This is an optimization exercise on Yosys and OpenROAD, whose aim is small area, a short achievable clock period and few clock cycles, not a production implementation. In this exercise RTL edits were held to simulation tests only and were not proved equivalent to the original. Power figures rest on the tool's default switching activity, not on a simulated workload.

==> job 3189 <==
==> flow/design.v <==
package cache_pkg;
	typedef logic [32-1:0] addr_t;
	typedef logic [32-1:0] word_t;
	typedef logic [(32 - 4 - 2 - 2)-1:0] tag_t;
	typedef logic [4-1:0] index_t;
	typedef logic [2-1:0] word_sel_t;
	typedef logic way_t;
	typedef logic [32/8-1:0] byte_en_t;
	typedef enum logic [4:0] {
		LD_B  = 5'b00001,
		LD_H  = 5'b00010,
		LD_W  = 5'b00100,
		LD_BU = 5'b01000,
		LD_HU = 5'b10000
	} load_kind_t;
	typedef enum logic [2:0] {
		ST_B = 3'b001,
		ST_H = 3'b010,
		ST_W = 3'b100
	} store_kind_t;
	typedef enum logic [2:0] {IDLE, LOOKUP, WRITEBACK, REFILL, ACCESS} ctrl_state_t;
endpackage
`timescale 1ns/1ps
module load_store_align (
	input  logic                   [1:0] byte_off,
	input  cache_pkg::load_kind_t  load_kind,
	input  cache_pkg::store_kind_t store_kind,
	input  cache_pkg::word_t       store_data,
	input  cache_pkg::word_t       load_word,
	output cache_pkg::word_t       store_lanes,
	output cache_pkg::byte_en_t    store_en,
	output cache_pkg::word_t       load_data
);
	cache_pkg::word_t shifted;
	always_comb begin
		case (store_kind)
			cache_pkg::ST_B: begin
				store_lanes = {4{store_data[7:0]}};
				store_en = 4'b0001 << byte_off;
			end
			cache_pkg::ST_H: begin
				store_lanes = {2{store_data[15:0]}};
				store_en = 4'b0011 << byte_off;
			end
			cache_pkg::ST_W: begin
				store_lanes = store_data;
				store_en = 4'b1111;
			end
			default: begin
				store_lanes = store_data;
				store_en = 4'b0000;
			end
		endcase
	end
	assign shifted = load_word >> {byte_off, 3'b000};
	always_comb begin
		case (load_kind)
			cache_pkg::LD_B:    load_data = {{24{shifted[7]}}, shifted[7:0]};
			cache_pkg::LD_H:    load_data = {{16{shifted[15]}}, shifted[15:0]};
			cache_pkg::LD_W:    load_data = load_word;
			cache_pkg::LD_BU:   load_data = {24'h0, shifted[7:0]};
			cache_pkg::LD_HU:   load_data = {16'h0, shifted[15:0]};
			default: load_data = '0;
		endcase
	end
endmodule
`timescale 1ns/1ps
module tag_store (
	input  logic              clk,
	input  logic              rst,
	input  cache_pkg::index_t index,
	input  cache_pkg::tag_t   tag,
	output logic              hit,
	output cache_pkg::way_t   hit_way,
	output cache_pkg::way_t   victim_way,
	output logic              victim_dirty,
	output cache_pkg::tag_t   victim_tag,
	input  logic              touch_en,
	input  logic              store_hit,
	input  logic              fill_en,
	input  cache_pkg::index_t fill_index,
	input  cache_pkg::way_t   fill_way,
	input  cache_pkg::tag_t   fill_tag,
	input  logic              fill_dirty
);
	cache_pkg::tag_t tags [16][2];
	logic [2-1:0] valid [16];
	logic [2-1:0] dirty [16];
	logic lru [16];
	logic [2-1:0] match;
	always_comb begin
		for (int w = 0; w < 2; w++) begin
			match[w] = valid[index][w] && (tags[index][w] == tag);
		end
	end
	assign hit = |match;
	assign hit_way = match[1];
	always_comb begin
		if (!valid[index][0])
			victim_way = 1'b0;
		else if (!valid[index][1])
			victim_way = 1'b1;
		else
			victim_way = lru[index];
	end
	assign victim_dirty = dirty[index][victim_way];
	assign victim_tag = tags[index][victim_way];
	always_ff @(posedge clk) begin
		if (fill_en)
			tags[fill_index][fill_way] <= fill_tag;
	end
	always_ff @(posedge clk) begin
		if (rst) begin
			for (int s = 0; s < 16; s++) begin
				valid[s] <= '0;
				dirty[s] <= '0;
				lru[s] <= 1'b0;
			end
		end else begin
			if (fill_en) begin
				valid[fill_index][fill_way] <= 1'b1;
				dirty[fill_index][fill_way] <= fill_dirty;
			end
			if (store_hit)
				dirty[index][hit_way] <= 1'b1;
			if (touch_en)
				lru[index] <= hit ? ~hit_way : ~victim_way;
		end
	end
endmodule
`timescale 1ns/1ps
module data_store (
	input  logic                 clk,
	input  cache_pkg::index_t    rindex,
	output logic [4*32-1:0] line0,
	output logic [4*32-1:0] line1,
	input  logic                 wr_en,
	input  cache_pkg::way_t      wr_way,
	input  cache_pkg::index_t    wr_index,
	input  cache_pkg::word_sel_t wr_word,
	input  cache_pkg::byte_en_t  wr_lanes,
	input  cache_pkg::word_t     wdata
);
	cache_pkg::word_t mem [2][16][4];
	always_comb begin
		for (int k = 0; k < 4; k++) begin
			line0[32*k +: 32] = mem[0][rindex][k];
			line1[32*k +: 32] = mem[1][rindex][k];
		end
	end
	always_ff @(posedge clk) begin
		for (int i = 0; i < 32/8; i++) begin
			if (wr_en && wr_lanes[i])
				mem[wr_way][wr_index][wr_word][8*i +: 8] <= wdata[8*i +: 8];
		end
	end
endmodule
`timescale 1ns/1ps
module cache_ctrl (
	input  logic                   clk,
	input  logic                   rst,
	input  logic                   ren,
	input  logic                   wen,
	input  cache_pkg::addr_t       addr,
	input  cache_pkg::word_t       din,
	output logic                   cache_rdy,
	output logic                   mem_ren,
	output logic                   mem_wen,
	output cache_pkg::addr_t       mem_addr,
	output cache_pkg::word_t       mem_din,
	input  cache_pkg::word_t       mem_dout,
	input  logic                   hit,
	input  cache_pkg::way_t        hit_way,
	input  cache_pkg::way_t        victim_way,
	input  logic                   victim_dirty,
	input  cache_pkg::tag_t        victim_tag,
	output logic                   touch_en,
	output logic                   store_hit,
	output logic                   fill_en,
	output cache_pkg::index_t      fill_index,
	output cache_pkg::way_t        fill_way,
	output cache_pkg::tag_t        fill_tag,
	output logic                   fill_dirty,
	input  logic [4*32-1:0] line0,
	input  logic [4*32-1:0] line1,
	output logic                   wr_en,
	output cache_pkg::way_t        wr_way,
	output cache_pkg::index_t      wr_index,
	output cache_pkg::word_sel_t   wr_word,
	output cache_pkg::byte_en_t    wr_lanes,
	output cache_pkg::word_t       wdata,
	output logic             [1:0] req_off,
	output cache_pkg::word_t       req_data,
	input  cache_pkg::word_t       req_store_lanes,
	input  cache_pkg::byte_en_t    req_store_en,
	input  cache_pkg::word_t       req_load_data,
	output cache_pkg::word_t       way_word0,
	output cache_pkg::word_t       way_word1,
	input  cache_pkg::word_t       way_load0,
	input  cache_pkg::word_t       way_load1,
	output cache_pkg::word_t       dout
);
	logic st_wb;
	logic st_rd;
	logic st_wait;
	logic [1:0] cnt;
	cache_pkg::tag_t mem_tag;
	logic accept;
	cache_pkg::tag_t req_tag;
	cache_pkg::index_t req_index;
	cache_pkg::word_sel_t req_word;
	logic req_wen;
	cache_pkg::way_t req_way;
	logic st_pend;
	logic miss_new;
	logic rf_valid;
	cache_pkg::word_sel_t rf_cnt;
	logic [4*32-1:0] wb_buf;
	cache_pkg::word_t lane_mask;
	cache_pkg::word_t fill_word;
	logic fill_req;
	logic last_fill;
	logic fwd;
	cache_pkg::word_sel_t fwd_word;
	cache_pkg::byte_en_t fwd_lanes;
	assign accept = cache_rdy && (ren || wen) && !rst;
	assign touch_en = accept;
	assign store_hit = accept && wen && hit;
	assign fill_en = miss_new;
	assign fill_index = req_index;
	assign fill_way = req_way;
	assign fill_tag = req_tag;
	assign fill_dirty = req_wen;
	always_comb begin
		for (int i = 0; i < 32/8; i++) begin
			lane_mask[8*i +: 8] = {8{req_store_en[i]}};
		end
	end
	assign fill_req = req_wen && (st_pend || (rf_cnt == req_word));
	assign fill_word = fill_req ? ((mem_dout & ~lane_mask) | (req_store_lanes & lane_mask)) : mem_dout;
	assign last_fill = cache_rdy && rf_valid;
	assign wr_en = rf_valid || st_pend;
	assign wr_way = req_way;
	assign wr_index = req_index;
	assign wr_word = st_pend ? req_word : rf_cnt;
	assign wr_lanes = st_pend ? req_store_en : '1;
	assign wdata = fill_word;
	assign fwd_word = st_pend ? req_word : 2'd3;
	assign fwd = (st_pend || last_fill) && (addr[31:2] == {req_tag, req_index, fwd_word});
	assign fwd_lanes = fwd ? wr_lanes : '0;
	always_comb begin
		for (int i = 0; i < 32/8; i++) begin
			way_word0[8*i +: 8] = fwd_lanes[i] ? fill_word[8*i +: 8]
				: line0[32*addr[3:2] + 8*i +: 8];
			way_word1[8*i +: 8] = fwd_lanes[i] ? fill_word[8*i +: 8]
				: line1[32*addr[3:2] + 8*i +: 8];
		end
	end
	assign mem_wen = st_wb;
	assign mem_ren = st_rd;
	assign mem_addr = {mem_tag, req_index, cnt, 2'b00};
	assign mem_din = wb_buf[32-1:0];
	always_ff @(posedge clk) begin
		if (rst) begin
			cache_rdy <= 1'b1;
			st_wb <= 1'b0;
			st_rd <= 1'b0;
			st_wait <= 1'b0;
			cnt <= '0;
			rf_valid <= 1'b0;
			st_pend <= 1'b0;
			miss_new <= 1'b0;
		end else begin
			rf_valid <= mem_ren;
			st_pend <= store_hit;
			miss_new <= accept && !hit;
			if (cache_rdy) begin
				cnt <= '0;
				if (accept && !hit) begin
					cache_rdy <= 1'b0;
					st_wb <= victim_dirty;
					st_rd <= !victim_dirty;
				end
			end else if (st_wb) begin
				cnt <= cnt + 1'b1;
				if (cnt == 2'd3) begin
					st_wb <= 1'b0;
					st_rd <= 1'b1;
				end
			end else if (st_rd) begin
				cnt <= cnt + 1'b1;
				if (cnt == 2'd3) begin
					st_rd <= 1'b0;
					if (req_wen || (req_word != 2'd3))
						cache_rdy <= 1'b1;
					else
						st_wait <= 1'b1;
				end
			end else begin
				st_wait <= 1'b0;
				cache_rdy <= 1'b1;
			end
		end
	end
	always_ff @(posedge clk) begin
		rf_cnt <= cnt;
		if (cache_rdy) begin
			{req_tag, req_index, req_word, req_off} <= addr;
			req_data <= din;
			req_wen <= wen;
			req_way <= hit ? hit_way : victim_way;
			mem_tag <= victim_dirty ? victim_tag : addr[31:8];
			wb_buf <= victim_way ? line1 : line0;
			dout <= hit_way ? way_load1 : way_load0;
		end else begin
			wb_buf <= {{32{1'b0}}, wb_buf[4*32-1:32]};
			if (st_wb && (cnt == 2'd3))
				mem_tag <= req_tag;
			if (rf_valid && (rf_cnt == req_word))
				dout <= req_load_data;
		end
	end
endmodule
`timescale 1ns/1ps
module cache_top (
	input  logic                   clk,
	input  logic                   rst,
	input  logic                   ren,
	input  logic                   wen,
	input  cache_pkg::addr_t       addr,
	input  cache_pkg::word_t       din,
	input  cache_pkg::load_kind_t  load_kind,
	input  cache_pkg::store_kind_t store_kind,
	output logic                   cache_rdy,
	output cache_pkg::word_t       dout,
	output logic                   mem_ren,
	output logic                   mem_wen,
	output cache_pkg::addr_t       mem_addr,
	output cache_pkg::word_t       mem_din,
	input  cache_pkg::word_t       mem_dout
);
	logic hit;
	cache_pkg::way_t hit_way;
	cache_pkg::way_t victim_way;
	logic victim_dirty;
	cache_pkg::tag_t victim_tag;
	logic touch_en;
	logic store_hit;
	logic fill_en;
	cache_pkg::index_t fill_index;
	cache_pkg::way_t fill_way;
	cache_pkg::tag_t fill_tag;
	logic fill_dirty;
	logic [4*32-1:0] line0;
	logic [4*32-1:0] line1;
	logic wr_en;
	cache_pkg::way_t wr_way;
	cache_pkg::index_t wr_index;
	cache_pkg::word_sel_t wr_word;
	cache_pkg::byte_en_t wr_lanes;
	cache_pkg::word_t wdata;
	logic [1:0] req_off;
	cache_pkg::load_kind_t req_load_kind;
	cache_pkg::store_kind_t req_store_kind;
	cache_pkg::word_t req_data;
	cache_pkg::word_t req_store_lanes;
	cache_pkg::byte_en_t req_store_en;
	cache_pkg::word_t req_load_data;
	cache_pkg::word_t way_word0;
	cache_pkg::word_t way_word1;
	cache_pkg::word_t way_load0;
	cache_pkg::word_t way_load1;
	cache_pkg::byte_en_t unused_en0;
	cache_pkg::byte_en_t unused_en1;
	cache_pkg::word_t unused_lanes0;
	cache_pkg::word_t unused_lanes1;
	always_ff @(posedge clk) begin
		if (cache_rdy) begin
			req_load_kind <= load_kind;
			req_store_kind <= store_kind;
		end
	end
	cache_ctrl cache_ctrl_inst (.*);
	tag_store tag_store_inst (
		.index (addr[7:4]),
		.tag   (addr[31:8]),
		.*
	);
	data_store data_store_inst (
		.rindex (addr[7:4]),
		.*
	);
	load_store_align req_align_inst (
		.byte_off    (req_off),
		.load_kind   (req_load_kind),
		.store_kind  (req_store_kind),
		.store_data  (req_data),
		.load_word   (mem_dout),
		.store_lanes (req_store_lanes),
		.store_en    (req_store_en),
		.load_data   (req_load_data)
	);
	load_store_align way0_align_inst (
		.byte_off    (addr[1:0]),
		.load_kind   (load_kind),
		.store_kind  (store_kind),
		.store_data  (din),
		.load_word   (way_word0),
		.store_lanes (unused_lanes0),
		.store_en    (unused_en0),
		.load_data   (way_load0)
	);
	load_store_align way1_align_inst (
		.byte_off    (addr[1:0]),
		.load_kind   (load_kind),
		.store_kind  (store_kind),
		.store_data  (din),
		.load_word   (way_word1),
		.store_lanes (unused_lanes1),
		.store_en    (unused_en1),
		.load_data   (way_load1)
	);
endmodule
==> flow/run.sh <==
#!/bin/bash
# synth_recipe.tcl (not shown) runs the flow's synth.tcl, then flattens the netlist and writes it again
# the make line also repeats each setting of config.mk as NAME=value (left out here)
make -C /OpenROAD-flow-scripts/flow DESIGN_CONFIG=/design/flow/config.mk WORK_HOME=/design/flow/orfs CLKGATE_MAP_FILE= SYNTH_SCRIPT=/design/flow/synth_recipe.tcl finish
==> flow/config.mk <==
export PLATFORM = sky130hd
export DESIGN_NAME = cache_top
export DESIGN_NICKNAME = cache_top
export VERILOG_FILES = /design/flow/design.v
export SDC_FILE = /design/flow/constraint.sdc
export NUM_CORES = 4
export LEC_CHECK = 0
export CAP_MARGIN = 20
export CORE_MARGIN = 2
export CORE_UTILIZATION = 40
export CTS_CLUSTER_DIAMETER = 100
export CTS_CLUSTER_SIZE = 24
export SETUP_SLACK_MARGIN = 5
export SLEW_MARGIN = 20
==> flow/constraint.sdc <==
create_clock -name core_clock -period 10.0 [get_ports {clk}]
set_input_delay 2.0000 -clock core_clock [delete_from_list [all_inputs] [get_ports {clk}]]
set_output_delay 2.0000 -clock core_clock [all_outputs]
set_load 0.01 [all_outputs]
==> job 1777 (differences from job 3189) <==
==> flow/design.v, changed modules only <==
module tag_store (
	input  logic              clk,
	input  logic              rst,
	input  cache_pkg::index_t index,
	input  cache_pkg::tag_t   tag,
	output logic              hit,
	output cache_pkg::way_t   hit_way,
	output cache_pkg::way_t   victim_way,
	output logic              victim_dirty,
	output cache_pkg::tag_t   victim_tag,
	input  logic              touch_en,
	input  logic              store_hit,
	input  logic              fill_en,
	input  cache_pkg::index_t upd_index,
	input  cache_pkg::way_t   upd_way,
	input  cache_pkg::tag_t   fill_tag,
	input  logic              fill_dirty
);
	cache_pkg::tag_t tags [16][2];
	logic [2-1:0] valid [16];
	logic [2-1:0] dirty [16];
	logic lru [16];
	logic [2-1:0] match;
	logic lru_way;
	logic [2-1:0] set_match [16];
	always_comb begin
		for (int s = 0; s < 16; s++)
			for (int w = 0; w < 2; w++)
				set_match[s][w] = valid[s][w] && (tags[s][w] == tag);
		match = set_match[index];
	end
	assign hit = |match;
	assign hit_way = match[1];
	assign lru_way = (touch_en && (upd_index == index)) ? ~upd_way : lru[index];
	always_comb begin
		if (!valid[index][0])
			victim_way = 1'b0;
		else if (!valid[index][1])
			victim_way = 1'b1;
		else
			victim_way = lru_way;
	end
	assign victim_dirty = dirty[index][victim_way];
	assign victim_tag = tags[index][victim_way];
	always_ff @(posedge clk) begin
		if (fill_en)
			tags[upd_index][upd_way] <= fill_tag;
	end
	always_ff @(posedge clk) begin
		if (rst) begin
			for (int s = 0; s < 16; s++) begin
				valid[s] <= '0;
				dirty[s] <= '0;
				lru[s] <= 1'b0;
			end
		end else begin
			if (fill_en) begin
				valid[upd_index][upd_way] <= 1'b1;
				dirty[upd_index][upd_way] <= fill_dirty;
			end
			if (store_hit)
				dirty[upd_index][upd_way] <= 1'b1;
			if (touch_en)
				lru[upd_index] <= ~upd_way;
		end
	end
endmodule
module cache_ctrl (
	input  logic                   clk,
	input  logic                   rst,
	input  logic                   ren,
	input  logic                   wen,
	input  cache_pkg::addr_t       addr,
	input  cache_pkg::word_t       din,
	output logic                   cache_rdy,
	output logic                   mem_ren,
	output logic                   mem_wen,
	output cache_pkg::addr_t       mem_addr,
	output cache_pkg::word_t       mem_din,
	input  cache_pkg::word_t       mem_dout,
	input  logic                   hit,
	input  cache_pkg::way_t        hit_way,
	input  cache_pkg::way_t        victim_way,
	input  logic                   victim_dirty,
	input  cache_pkg::tag_t        victim_tag,
	output logic                   touch_en,
	output logic                   store_hit,
	output logic                   fill_en,
	output cache_pkg::index_t      upd_index,
	output cache_pkg::way_t        upd_way,
	output cache_pkg::tag_t        fill_tag,
	output logic                   fill_dirty,
	input  logic [4*32-1:0] line0,
	input  logic [4*32-1:0] line1,
	output logic                   wr_en,
	output cache_pkg::way_t        wr_way,
	output cache_pkg::index_t      wr_index,
	output cache_pkg::word_sel_t   wr_word,
	output cache_pkg::byte_en_t    wr_lanes,
	output cache_pkg::word_t       wdata,
	output logic             [1:0] req_off,
	output cache_pkg::word_t       req_data,
	input  cache_pkg::word_t       req_store_lanes,
	input  cache_pkg::byte_en_t    req_store_en,
	input  cache_pkg::word_t       req_load_data,
	output cache_pkg::word_t       way_word0,
	output cache_pkg::word_t       way_word1,
	input  cache_pkg::word_t       way_load0,
	input  cache_pkg::word_t       way_load1,
	output cache_pkg::word_t       dout
);
	logic st_wb;
	logic st_rd;
	logic st_wait;
	logic [1:0] cnt;
	cache_pkg::tag_t mem_tag;
	logic accept;
	cache_pkg::tag_t req_tag;
	cache_pkg::index_t req_index;
	cache_pkg::word_sel_t req_word;
	logic req_wen;
	cache_pkg::way_t req_way;
	logic st_pend;
	logic miss_new;
	logic touched;
	cache_pkg::word_t dout0;
	cache_pkg::word_t dout1;
	logic dout_sel;
	logic rf_valid;
	cache_pkg::word_sel_t rf_cnt;
	logic [4*32-1:0] wb_buf;
	cache_pkg::word_t lane_mask;
	cache_pkg::word_t fill_word;
	logic fill_req;
	logic last_fill;
	logic fwd;
	cache_pkg::word_sel_t fwd_word;
	cache_pkg::byte_en_t fwd_lanes;
	assign accept = cache_rdy && (ren || wen) && !rst;
	assign touch_en = touched;
	assign store_hit = st_pend;
	assign fill_en = miss_new;
	assign upd_index = req_index;
	assign upd_way = req_way;
	assign fill_tag = req_tag;
	assign fill_dirty = req_wen;
	always_comb begin
		for (int i = 0; i < 32/8; i++) begin
			lane_mask[8*i +: 8] = {8{req_store_en[i]}};
		end
	end
	assign fill_req = req_wen && (st_pend || (rf_cnt == req_word));
	assign fill_word = fill_req ? ((mem_dout & ~lane_mask) | (req_store_lanes & lane_mask)) : mem_dout;
	assign last_fill = cache_rdy && rf_valid;
	assign wr_en = rf_valid || st_pend;
	assign wr_way = req_way;
	assign wr_index = req_index;
	assign wr_word = st_pend ? req_word : rf_cnt;
	assign wr_lanes = st_pend ? req_store_en : '1;
	assign wdata = fill_word;
	assign fwd_word = st_pend ? req_word : 2'd3;
	assign fwd = (st_pend || last_fill) && (addr[31:2] == {req_tag, req_index, fwd_word});
	assign fwd_lanes = fwd ? wr_lanes : '0;
	always_comb begin
		for (int i = 0; i < 32/8; i++) begin
			way_word0[8*i +: 8] = fwd_lanes[i] ? fill_word[8*i +: 8]
				: line0[32*addr[3:2] + 8*i +: 8];
			way_word1[8*i +: 8] = fwd_lanes[i] ? fill_word[8*i +: 8]
				: line1[32*addr[3:2] + 8*i +: 8];
		end
	end
	assign mem_wen = st_wb;
	assign mem_ren = st_rd;
	assign mem_addr = {mem_tag, req_index, cnt, 2'b00};
	assign mem_din = wb_buf[32-1:0];
	assign dout = dout_sel ? dout1 : dout0;
	always_ff @(posedge clk) begin
		if (rst) begin
			cache_rdy <= 1'b1;
			st_wb <= 1'b0;
			st_rd <= 1'b0;
			st_wait <= 1'b0;
			cnt <= '0;
			rf_valid <= 1'b0;
			st_pend <= 1'b0;
			miss_new <= 1'b0;
			touched <= 1'b0;
		end else begin
			rf_valid <= mem_ren;
			st_pend <= accept && wen && hit;
			miss_new <= accept && !hit;
			touched <= accept;
			if (cache_rdy) begin
				cnt <= '0;
				if (accept && !hit) begin
					cache_rdy <= 1'b0;
					st_wb <= victim_dirty;
					st_rd <= !victim_dirty;
				end
			end else if (st_wb) begin
				cnt <= cnt + 1'b1;
				if (cnt == 2'd3) begin
					st_wb <= 1'b0;
					st_rd <= 1'b1;
				end
			end else if (st_rd) begin
				cnt <= cnt + 1'b1;
				if (cnt == 2'd3) begin
					st_rd <= 1'b0;
					if (req_wen || (req_word != 2'd3))
						cache_rdy <= 1'b1;
					else
						st_wait <= 1'b1;
				end
			end else begin
				st_wait <= 1'b0;
				cache_rdy <= 1'b1;
			end
		end
	end
	always_ff @(posedge clk) begin
		rf_cnt <= cnt;
		if (cache_rdy) begin
			{req_tag, req_index, req_word, req_off} <= addr;
			req_data <= din;
			req_wen <= wen;
			req_way <= hit ? hit_way : victim_way;
			mem_tag <= victim_dirty ? victim_tag : addr[31:8];
			wb_buf <= victim_way ? line1 : line0;
			dout0 <= way_load0;
			dout1 <= way_load1;
			dout_sel <= hit_way;
		end else begin
			wb_buf <= {{32{1'b0}}, wb_buf[4*32-1:32]};
			if (st_wb && (cnt == 2'd3))
				mem_tag <= req_tag;
			if (rf_valid && (rf_cnt == req_word)) begin
				dout0 <= req_load_data;
				dout_sel <= 1'b0;
			end
		end
	end
endmodule
module cache_top (
	input  logic                   clk,
	input  logic                   rst,
	input  logic                   ren,
	input  logic                   wen,
	input  cache_pkg::addr_t       addr,
	input  cache_pkg::word_t       din,
	input  cache_pkg::load_kind_t  load_kind,
	input  cache_pkg::store_kind_t store_kind,
	output logic                   cache_rdy,
	output cache_pkg::word_t       dout,
	output logic                   mem_ren,
	output logic                   mem_wen,
	output cache_pkg::addr_t       mem_addr,
	output cache_pkg::word_t       mem_din,
	input  cache_pkg::word_t       mem_dout
);
	logic hit;
	cache_pkg::way_t hit_way;
	cache_pkg::way_t victim_way;
	logic victim_dirty;
	cache_pkg::tag_t victim_tag;
	logic touch_en;
	logic store_hit;
	logic fill_en;
	cache_pkg::index_t upd_index;
	cache_pkg::way_t upd_way;
	cache_pkg::tag_t fill_tag;
	logic fill_dirty;
	logic [4*32-1:0] line0;
	logic [4*32-1:0] line1;
	logic wr_en;
	cache_pkg::way_t wr_way;
	cache_pkg::index_t wr_index;
	cache_pkg::word_sel_t wr_word;
	cache_pkg::byte_en_t wr_lanes;
	cache_pkg::word_t wdata;
	logic [1:0] req_off;
	cache_pkg::load_kind_t req_load_kind;
	cache_pkg::store_kind_t req_store_kind;
	cache_pkg::word_t req_data;
	cache_pkg::word_t req_store_lanes;
	cache_pkg::byte_en_t req_store_en;
	cache_pkg::word_t req_load_data;
	cache_pkg::word_t way_word0;
	cache_pkg::word_t way_word1;
	cache_pkg::word_t way_load0;
	cache_pkg::word_t way_load1;
	cache_pkg::byte_en_t unused_en0;
	cache_pkg::byte_en_t unused_en1;
	cache_pkg::word_t unused_lanes0;
	cache_pkg::word_t unused_lanes1;
	always_ff @(posedge clk) begin
		if (cache_rdy) begin
			req_load_kind <= load_kind;
			req_store_kind <= store_kind;
		end
	end
	cache_ctrl cache_ctrl_inst (.*);
	tag_store tag_store_inst (
		.index (addr[7:4]),
		.tag   (addr[31:8]),
		.*
	);
	data_store data_store_inst (
		.rindex (addr[7:4]),
		.*
	);
	load_store_align req_align_inst (
		.byte_off    (req_off),
		.load_kind   (req_load_kind),
		.store_kind  (req_store_kind),
		.store_data  (req_data),
		.load_word   (mem_dout),
		.store_lanes (req_store_lanes),
		.store_en    (req_store_en),
		.load_data   (req_load_data)
	);
	load_store_align way0_align_inst (
		.byte_off    (addr[1:0]),
		.load_kind   (load_kind),
		.store_kind  (store_kind),
		.store_data  (din),
		.load_word   (way_word0),
		.store_lanes (unused_lanes0),
		.store_en    (unused_en0),
		.load_data   (way_load0)
	);
	load_store_align way1_align_inst (
		.byte_off    (addr[1:0]),
		.load_kind   (load_kind),
		.store_kind  (store_kind),
		.store_data  (din),
		.load_word   (way_word1),
		.store_lanes (unused_lanes1),
		.store_en    (unused_en1),
		.load_data   (way_load1)
	);
endmodule
==> flow/flow/run.sh (new file) <==
#!/bin/bash
set -euo pipefail
bash standard.sh SETUP_SLACK_MARGIN=6 cts > standard_flow_cts.log 2>&1
bash standard.sh SETUP_SLACK_MARGIN=7.2 finish > standard_flow_finish.log 2>&1
==> flow/standard.sh (new file) <==
#!/bin/bash
# synth_recipe.tcl (not shown) runs the flow's synth.tcl, then flattens the netlist and writes it again
# the make line also repeats each setting of config.mk as NAME=value (left out here)
make -C /OpenROAD-flow-scripts/flow DESIGN_CONFIG=/design/flow/config.mk WORK_HOME=/design/flow/orfs CLKGATE_MAP_FILE= SYNTH_SCRIPT=/design/flow/synth_recipe.tcl "${@:-finish}"
- SETUP_SLACK_MARGIN: 5 -> unset
removed: flow/run.sh
==> results.tsv <==
stage	metric	value	unit
floorplanning	die_w	751.9	um
run_status	status	complete, no violations	
placement	dpl.cell_count	20187	
power	p_comb_share	15.6	%
sta	tightest_slew	1426	ps
cts	cts.sinks	5246	
logic_synthesis	yosysSeqAreaShare	69.79	%
power	total_power	0.04314	W
cts	cts_resized	1092	
detailed_routing	viasPerCell	6.456	
final_layout	n_all_buffers	2083	
sta	period_share	45.18	%
power	ir_drop	0.1710	mV
logic_synthesis	synth_edf_count	5107	
final_layout	clk_share	2.501	%
power	comb_cell_power	0.00672	W
[end of results for job 1777]
==> results.tsv <==
stage	metric	value	unit
run_status	status	complete, no violations	
logic_synthesis	yosysSeqAreaShare	73.58	%
power	total_power	0.04078	W
sta	tightest_slew	1269	ps
logic_synthesis	synth_edf_count	5074	
final_layout	clk_share	3.290	%
floorplanning	die_w	730.0	um
power	ir_drop	0.1526	mV
power	p_comb_share	9.9	%
placement	dpl.cell_count	17146	
detailed_routing	viasPerCell	6.268	
[end of results for job 3189]
Testbench counts of job 3189, summed over its fixed seeds: cycles 398,879.
Testbench counts of job 1777, summed over its fixed seeds: cycles 398,879.

what the ideal ports hide:
How much do the figures lean on ideal ports? The routed layouts below were timed once more, with nothing changed but the port constraints.
Step 1 sets driving cells, clkbuf_16 on the clock port and buf_2 on the other inputs (assumed; they add their load-dependent delay and slew).
Step 2 times the ports against the registers' clock, not the clock port: input delays grow and output delays shrink by t, the midpoint of the rising clock arrivals with the driver on.
a / b / c = ideal / step 1 / step 2; a / b = the first two.
run | t, ns | setup slack, ns | worst setup path after step 2 | clock arrival spread, ns | pins driven straight from the clock port
job 3189 | 1.094 | 4.871 / 4.422 / 3.328 | input to register | 0.114 / 0.114 | 1
job 1777 | 1.147 | 5.482 / 5.050 / 3.903 | input to register | 0.109 / 0.109 | 1
After both steps setup and hold are still met in every run listed. For job 1777, which loses most, drivers alone change the setup slack by -0.432 ns; drivers and shift together by -1.579 ns.
